Source: an optimization exercise on an open RTL-to-GDS flow (aim: small area and a short achievable clock period). Production flows keep margins and buffers that such runs may drop.
The RTL was checked by simulation tests, not by an equivalence proof against the original design.
Power figures rest on the tool's default switching activity, not on a simulated workload.

// conv_top
module conv_top (
	input  logic    clk,
	input  logic    rst_n,
	input  logic    filter_valid,
	input  logic    image_valid,
	input  conv_pkg::sample_t in_data,
	output logic    out_valid,
	output conv_pkg::result_t out_data
);
make LEC_CHECK=0 ABC_CLOCK_PERIOD_IN_PS=2150 CAP_MARGIN=20 CORE_MARGIN=2 CORE_UTILIZATION=40 CTS_BUF_LIST=sky130_fd_sc_hd__clkbuf_16 CTS_CLUSTER_DIAMETER=150 CTS_CLUSTER_SIZE=25 SETUP_SLACK_MARGIN=2.5 SLEW_MARGIN=20 SYNTH_HIERARCHICAL=1 finish   # period 4.5 ns
run.sh (not shown) runs the stock make flow with config.mk's settings and CLKGATE_MAP_FILE= SYNTH_SCRIPT=/design/flow/synth_recipe.tcl, a recipe that flattens the netlist after the stock synthesis.
The first run completed without violations.
Change:
- ABC_CLOCK_PERIOD_IN_PS: 2150 -> 2100
- SETUP_SLACK_MARGIN: 2.5 -> 2.4
Outcome: Design area falls by 3.4%. Global-route usage hardly moves. Die area does not change. Power falls by 2.3%. Area after synthesis is unchanged. Routed wire length fell by 2.6%. Setup slack is worse by 0.056 ns. Core utilization shrinks by 1.5 points. Combinational power went down by 4.9%. Cell count falls by 3.3%. Register-to-register slack degrades by 0.06 ns.
Change:
- ABC_CLOCK_PERIOD_IN_PS: 2100 -> 1950
- SETUP_SLACK_MARGIN: 2.4 -> 2.55
Outcome:
- wire length goes up by 3.6%
- setup slack improves by 0.080 ns
- fmax goes up by 4.1%

========
Another version of the RTL of conv_top (not shown whole).
For scale: roughly 1200 cells after synthesis, ~17000 um^2 of cells after synthesis.
make LEC_CHECK=0 ABC_CLOCK_PERIOD_IN_PS=2100 CAP_MARGIN=20 CORE_MARGIN=2 CORE_UTILIZATION=40 CTS_BUF_LIST=sky130_fd_sc_hd__clkbuf_16 CTS_CLUSTER_DIAMETER=150 CTS_CLUSTER_SIZE=25 SETUP_SLACK_MARGIN=2.4 SLEW_MARGIN=20 SYNTH_HIERARCHICAL=1 finish   # period 4.5 ns
The first run completed with no timing, DRC or antenna violations.
Then changed:
ABC_CLOCK_PERIOD_IN_PS = 2050   (was 2100)
SETUP_SLACK_MARGIN = 2.45   (was 2.4)
Effect: The changed run passed the timing, DRC and antenna checks; total power rises by 2.2%; setup slack is better by 0.0033 ns; fmax barely changes; count of clock-buffer cells in the layout is lower by 1; final area went up by 0.87%; synthesized area is unchanged; core utilization rose by 0.39 points; die area is unchanged; routed wire length climbs by 0.44%; clock power drops by about 5%; via count goes up by 1.6%.
Then changed:
ABC_CLOCK_PERIOD_IN_PS = 2100   (was 2050)
CTS_CLUSTER_SIZE = 32   (was 25)
SETUP_SLACK_MARGIN = 2.4   (was 2.45)
=> Register-to-register slack got worse by 0.06 ns; total power fell by 2.1%; final cell count stays flat; maximum frequency fell by 3.0%.

========
Setup of 12-10:
conv_top, a different RTL version from the one above (not shown whole).
Size in the first run: roughly 1100 cells after synthesis, ~25 I/O pins, ~0.017 mm² of cells after synthesis.
## conv_top
module conv_top (
	input  logic    clk,
	input  logic    rst_n,
	input  logic    filter_valid,
	input  logic    image_valid,
	input  conv_pkg::sample_t in_data,
	output logic    out_valid,
	output conv_pkg::result_t out_data
);
==> flow/config.mk <==
export PLATFORM = sky130hd
export DESIGN_NAME = conv_top
export DESIGN_NICKNAME = conv_top
export VERILOG_FILES = /design/flow/design.v
export SDC_FILE = /design/flow/constraint.sdc
export NUM_CORES = 4
export LEC_CHECK = 0
export ABC_CLOCK_PERIOD_IN_PS = 2050
export CAP_MARGIN = 20
export CORE_MARGIN = 2
export CORE_UTILIZATION = 40
export CTS_BUF_LIST = sky130_fd_sc_hd__clkbuf_16
export CTS_CLUSTER_DIAMETER = 150
export CTS_CLUSTER_SIZE = 20
export SETUP_SLACK_MARGIN = 2.45
export SLEW_MARGIN = 20
export SYNTH_HIERARCHICAL = 1
==> flow/constraint.sdc <==
create_clock -name core_clock -period 4.5 [get_ports {clk}]
set_input_delay 0.9000 -clock core_clock [delete_from_list [all_inputs] [get_ports {clk}]]
set_output_delay 0.9000 -clock core_clock [all_outputs]
set_load 0.01 [all_outputs]
[inputs] 08-13 vs 12-10
-- flow/config.mk --
<<< 12-10, line 12
export CTS_BUF_LIST = sky130_fd_sc_hd__clkbuf_16
export CTS_CLUSTER_DIAMETER = 150
export CTS_CLUSTER_SIZE = 20
export SETUP_SLACK_MARGIN = 2.45
export SLEW_MARGIN = 20
>>> 08-13, line 12
export CTS_BUF_LIST = sky130_fd_sc_hd__clkbuf_16
export CTS_CLUSTER_DIAMETER = 150
export CTS_CLUSTER_SIZE = 25
export SETUP_SLACK_MARGIN = 2.45
export SLEW_MARGIN = 20
Findings:
First-pass GRT wire length of 08-13 falls short of that of 12-10 slightly. | clock share of power | lower: 08-13 |. Routed wire in 08-13 totals less than in 12-10. 08-13 did not stop at any stage, and its layout met the timing, DRC and antenna checks. Delta (08-13 minus 12-10): buffer and inverter count on the worst path lower, fraction of area in registers barely changed.

========
conv_top, a different RTL version from the one above (not shown whole).
Size in the first run: about 1100 cells after synthesis, roughly 25 I/O pins, ~17000 µm² of cells after synthesis.
make LEC_CHECK=0 ABC_CLOCK_PERIOD_IN_PS=2050 CAP_MARGIN=20 CORE_MARGIN=2 CORE_UTILIZATION=40 CTS_BUF_LIST=sky130_fd_sc_hd__clkbuf_16 CTS_CLUSTER_DIAMETER=150 CTS_CLUSTER_SIZE=25 SETUP_SLACK_MARGIN=2.5 SLEW_MARGIN=20 SYNTH_HIERARCHICAL=1 finish   # period 4.5 ns
Next try:
--- a/flow/config.mk
+++ b/flow/config.mk
@@ -9,9 +9,9 @@
 export CAP_MARGIN = 20
 export CORE_MARGIN = 2
-export CORE_UTILIZATION = 40
+export CORE_UTILIZATION = 30
 export CTS_BUF_LIST = sky130_fd_sc_hd__clkbuf_16
 export CTS_CLUSTER_DIAMETER = 150
 export CTS_CLUSTER_SIZE = 25
-export SETUP_SLACK_MARGIN = 2.5
+export SETUP_SLACK_MARGIN = 2.55
 export SLEW_MARGIN = 20
 export SYNTH_HIERARCHICAL = 1
After rerunning:
- synthesized cell count does not change
- fmax goes down slightly
- via count goes down slightly
- count of clock-buffer cells in the layout is unchanged
- setup slack gets worse by 0.0092 ns
- utilization goes down by 10 points
- total power stays flat
Next try:
--- a/flow/config.mk
+++ b/flow/config.mk
@@ -9,9 +9,9 @@
 export CAP_MARGIN = 20
 export CORE_MARGIN = 2
-export CORE_UTILIZATION = 30
+export CORE_UTILIZATION = 40
 export CTS_BUF_LIST = sky130_fd_sc_hd__clkbuf_16
 export CTS_CLUSTER_DIAMETER = 150
 export CTS_CLUSTER_SIZE = 25
-export SETUP_SLACK_MARGIN = 2.55
+export SETUP_SLACK_MARGIN = 2.65
 export SLEW_MARGIN = 20
 export SYNTH_HIERARCHICAL = 1
Outcome: Cell count drops by 9.1%. Routed wire length grows by 2.2%. Die area decreases by 25%. Setup slack improves by 0.021 ns.
Next try:
--- a/flow/config.mk
+++ b/flow/config.mk
@@ -9,9 +9,9 @@
 export CAP_MARGIN = 20
 export CORE_MARGIN = 2
-export CORE_UTILIZATION = 40
+export CORE_UTILIZATION = 50
 export CTS_BUF_LIST = sky130_fd_sc_hd__clkbuf_16
 export CTS_CLUSTER_DIAMETER = 150
 export CTS_CLUSTER_SIZE = 25
-export SETUP_SLACK_MARGIN = 2.65
+export SETUP_SLACK_MARGIN = 2.55
 export SLEW_MARGIN = 20
 export SYNTH_HIERARCHICAL = 1
Combinational power came out lower by 6.6%. Maximum frequency went up by 0.77%. Synthesized area is unchanged. Sequential power is about the same. Via count fell by 1.2%. Clock-buffer cell count is unchanged. Final area is lower by 3.5%. Global-route usage increases by 3.6 points. Clock skew is lower by 0.0072 ns. Wire length rose by 0.69%. Hold slack barely changes.

========
Another version of the RTL of conv_top (not shown whole).
Size in the first run: about 1100 cells after synthesis, roughly 17000 µm² of cells after synthesis.
==> flow/config.mk <==
export PLATFORM = sky130hd
export DESIGN_NAME = conv_top
export DESIGN_NICKNAME = conv_top
export VERILOG_FILES = /design/flow/design.v
export SDC_FILE = /design/flow/constraint.sdc
export NUM_CORES = 4
export LEC_CHECK = 0
export ABC_CLOCK_PERIOD_IN_PS = 2300
export CAP_MARGIN = 20
export CORE_MARGIN = 2
export CORE_UTILIZATION = 65
export CTS_BUF_LIST = sky130_fd_sc_hd__clkbuf_16
export CTS_CLUSTER_DIAMETER = 150
export CTS_CLUSTER_SIZE = 25
export SETUP_SLACK_MARGIN = 2.2
export SLEW_MARGIN = 20
export SYNTH_HIERARCHICAL = 1
==> flow/constraint.sdc <==
create_clock -name core_clock -period 4.5 [get_ports {clk}]
set_input_delay 0.9000 -clock core_clock [delete_from_list [all_inputs] [get_ports {clk}]]
set_output_delay 0.9000 -clock core_clock [all_outputs]
set_load 0.01 [all_outputs]
Edit:
Settings changed: ABC_CLOCK_PERIOD_IN_PS 2300 to 2000, CORE_UTILIZATION 65 to 40, SETUP_SLACK_MARGIN 2.2 to 2.5.
After rerunning: The new run produced a clean layout. Final cell count goes up by about 16%. Combinational power came out higher by 9.9%. Total power increases by about 5%. Cell area came out higher by 4.3%. Clock-buffer cell count is unchanged. Sequential share of layout area fell by 2.0 points. Global-route usage decreases by 9.0 points.
Edit:
Settings changed: ABC_CLOCK_PERIOD_IN_PS 2000 to 2300, CTS_BUF_LIST sky130_fd_sc_hd__clkbuf_16 to sky130_fd_sc_hd__clkbuf_4 sky130_fd_sc_hd__clkbuf_8, CTS_CLUSTER_DIAMETER 150 to unset, CTS_CLUSTER_SIZE 25 to 30, SETUP_SLACK_MARGIN 2.5 to 2.2.
Via count rises by a few percent. Global-route usage rises by 0.83 points. Die area stays the same. Clock skew rises by 0.015 ns. Synthesized area is unchanged. Fmax goes up slightly. Worst setup slack gains 0.026 ns. Non-clock buffer count decreases by 7. Final cell count came out higher by a few percent. Combinational power fell by a little under a tenth.

========
## build 76
conv_top with an RTL version that a note above also has.
Size in the first run: roughly 1100 cells after synthesis, roughly 25 I/O pins.
Settings: LEC_CHECK=0, ABC_CLOCK_PERIOD_IN_PS=2600, CAP_MARGIN=20, CORE_MARGIN=2, CORE_UTILIZATION=40, CTS_BUF_LIST=sky130_fd_sc_hd__clkbuf_16, CTS_CLUSTER_DIAMETER=150, CTS_CLUSTER_SIZE=25, SETUP_SLACK_MARGIN=2.45, SLEW_MARGIN=20, SYNTH_HIERARCHICAL=1; clock period 4.5 ns.
For build 6, these inputs were changed with respect to build 76:
- GPL_TIMING_DRIVEN newly set to 0
- ABC_CLOCK_PERIOD_IN_PS changed from 2600 to 2050
==> run notes <==
Static power due to leakage went up slightly going from build 76 to build 6.
| via count of the first global-routing pass | lower: build 76 |
Build 6 -> build 76: met3 global-route usage flat
Compared with build 76, build 6 shows post-layout instance area that has gone up slightly.
Final critical-path required period for build 6: 0.0063 ns up relative to build 76
When build 6 is measured against build 76, its post-synthesis to final-layout area growth turns out 0.60 points higher.
The higher combinational group share of total power of build 76 and build 6 is in build 6.
The run showing the smaller share of cell area taken by multi-input logic gates is build 76.
Taking build 76 as the reference, in build 6 total power rose by 1.7%, routed wire length went down 2.6%, pre-CTS setup slack now sits higher.
diff inputs: build 6 => build 86
- GPL_TIMING_DRIVEN removed (was 0)
- ABC_CLOCK_PERIOD_IN_PS changed from 2050 to 1700
Between build 86 and build 6, the final cycle utilization of the critical path figures differ only marginally. There was hardly any difference in cell count after synthesis between build 6 and build 86. Count of plain and timing-repair buffers: build 86 lower than build 6. The clock period minus final worst setup slack number comes out higher for build 6 vs build 86. The global routing usage on met2 was comparable across build 86 and build 6. Compared with build 6, build 86 shows a lower via count of the first global-routing pass. In the tables for build 86 and build 6, routed via count divided by cell count reads higher with build 86. Comparing build 86 with build 6, the filler cell count in the final layout came out essentially unchanged.

==> afterwards: timing with drivers on the ports <==
The flow's constraints put no driver on any port. The routed layouts listed below were extracted and timed again, unchanged, in two steps. Step 1: set_driving_cell puts a clkbuf_16 on clk and a buf_2 on each other input, an assumption about the parent block. Step 2 also shifts input and output timing later by t, the mid clock arrival at the registers, as if the neighbouring blocks saw the same clock. a / b / c = no drivers / after step 1 / after step 2; a / b = the first two.
run	t (ns)	setup WS [ns]	worst hold slack (ns)	latest minus earliest clock arrival (ns)
the first run of note 1	0.579	2.504 / 2.478 / 2.154	0.330 / 0.330 / 0.330	0.033 / 0.033
the second run of note 1	0.575	2.448 / 2.420 / 2.169	0.337 / 0.337 / 0.337	0.040 / 0.041
the third run of note 1	0.573	2.528 / 2.503 / 2.167	0.334 / 0.334 / 0.334	0.029 / 0.029
the first run of note 2	0.584	2.453 / 2.424 / 2.209	0.333 / 0.333 / 0.333	0.030 / 0.030
the second run of note 2	0.585	2.456 / 2.446 / 2.259	0.339 / 0.339 / 0.339	0.016 / 0.016
the third run of note 2	0.581	2.392 / 2.392 / 2.224	0.339 / 0.339 / 0.339	0.045 / 0.045
12-10	0.572	2.451 / 2.445 / 2.107	0.335 / 0.335 / 0.335	0.020 / 0.020
08-13	0.579	2.487 / 2.441 / 2.110	0.338 / 0.338 / 0.338	0.028 / 0.027
the first run of note 4	0.601	2.541 / 2.506 / 1.965	0.338 / 0.338 / 0.338	0.031 / 0.031
the second run of note 4	0.599	2.532 / 2.481 / 2.032	0.335 / 0.335 / 0.335	0.038 / 0.039
the third run of note 4	0.598	2.553 / 2.503 / 2.089	0.338 / 0.338 / 0.338	0.034 / 0.034
the fourth run of note 4	0.577	2.568 / 2.517 / 2.060	0.338 / 0.338 / 0.338	0.028 / 0.027
the first run of note 5	0.571	2.083 / 2.083 / 1.650	0.332 / 0.332 / 0.332	0.028 / 0.028
the second run of note 5	0.575	2.118 / 2.118 / 1.669	0.334 / 0.334 / 0.334	0.021 / 0.021
the third run of note 5	0.656	2.144 / 2.144 / 1.600	0.319 / 0.319 / 0.319	0.034 / 0.034
build 76	0.579	2.487 / 2.441 / 2.110	0.338 / 0.338 / 0.338	0.028 / 0.027
build 6	0.581	2.481 / 2.441 / 2.259	0.335 / 0.335 / 0.335	0.031 / 0.031
build 86	0.579	2.487 / 2.441 / 2.110	0.338 / 0.338 / 0.338	0.028 / 0.027
After both steps every run listed still meets setup and hold. The setup slack of the first run of note 4, which loses most, moves by -0.035 ns with the drivers and by -0.576 ns with both steps.
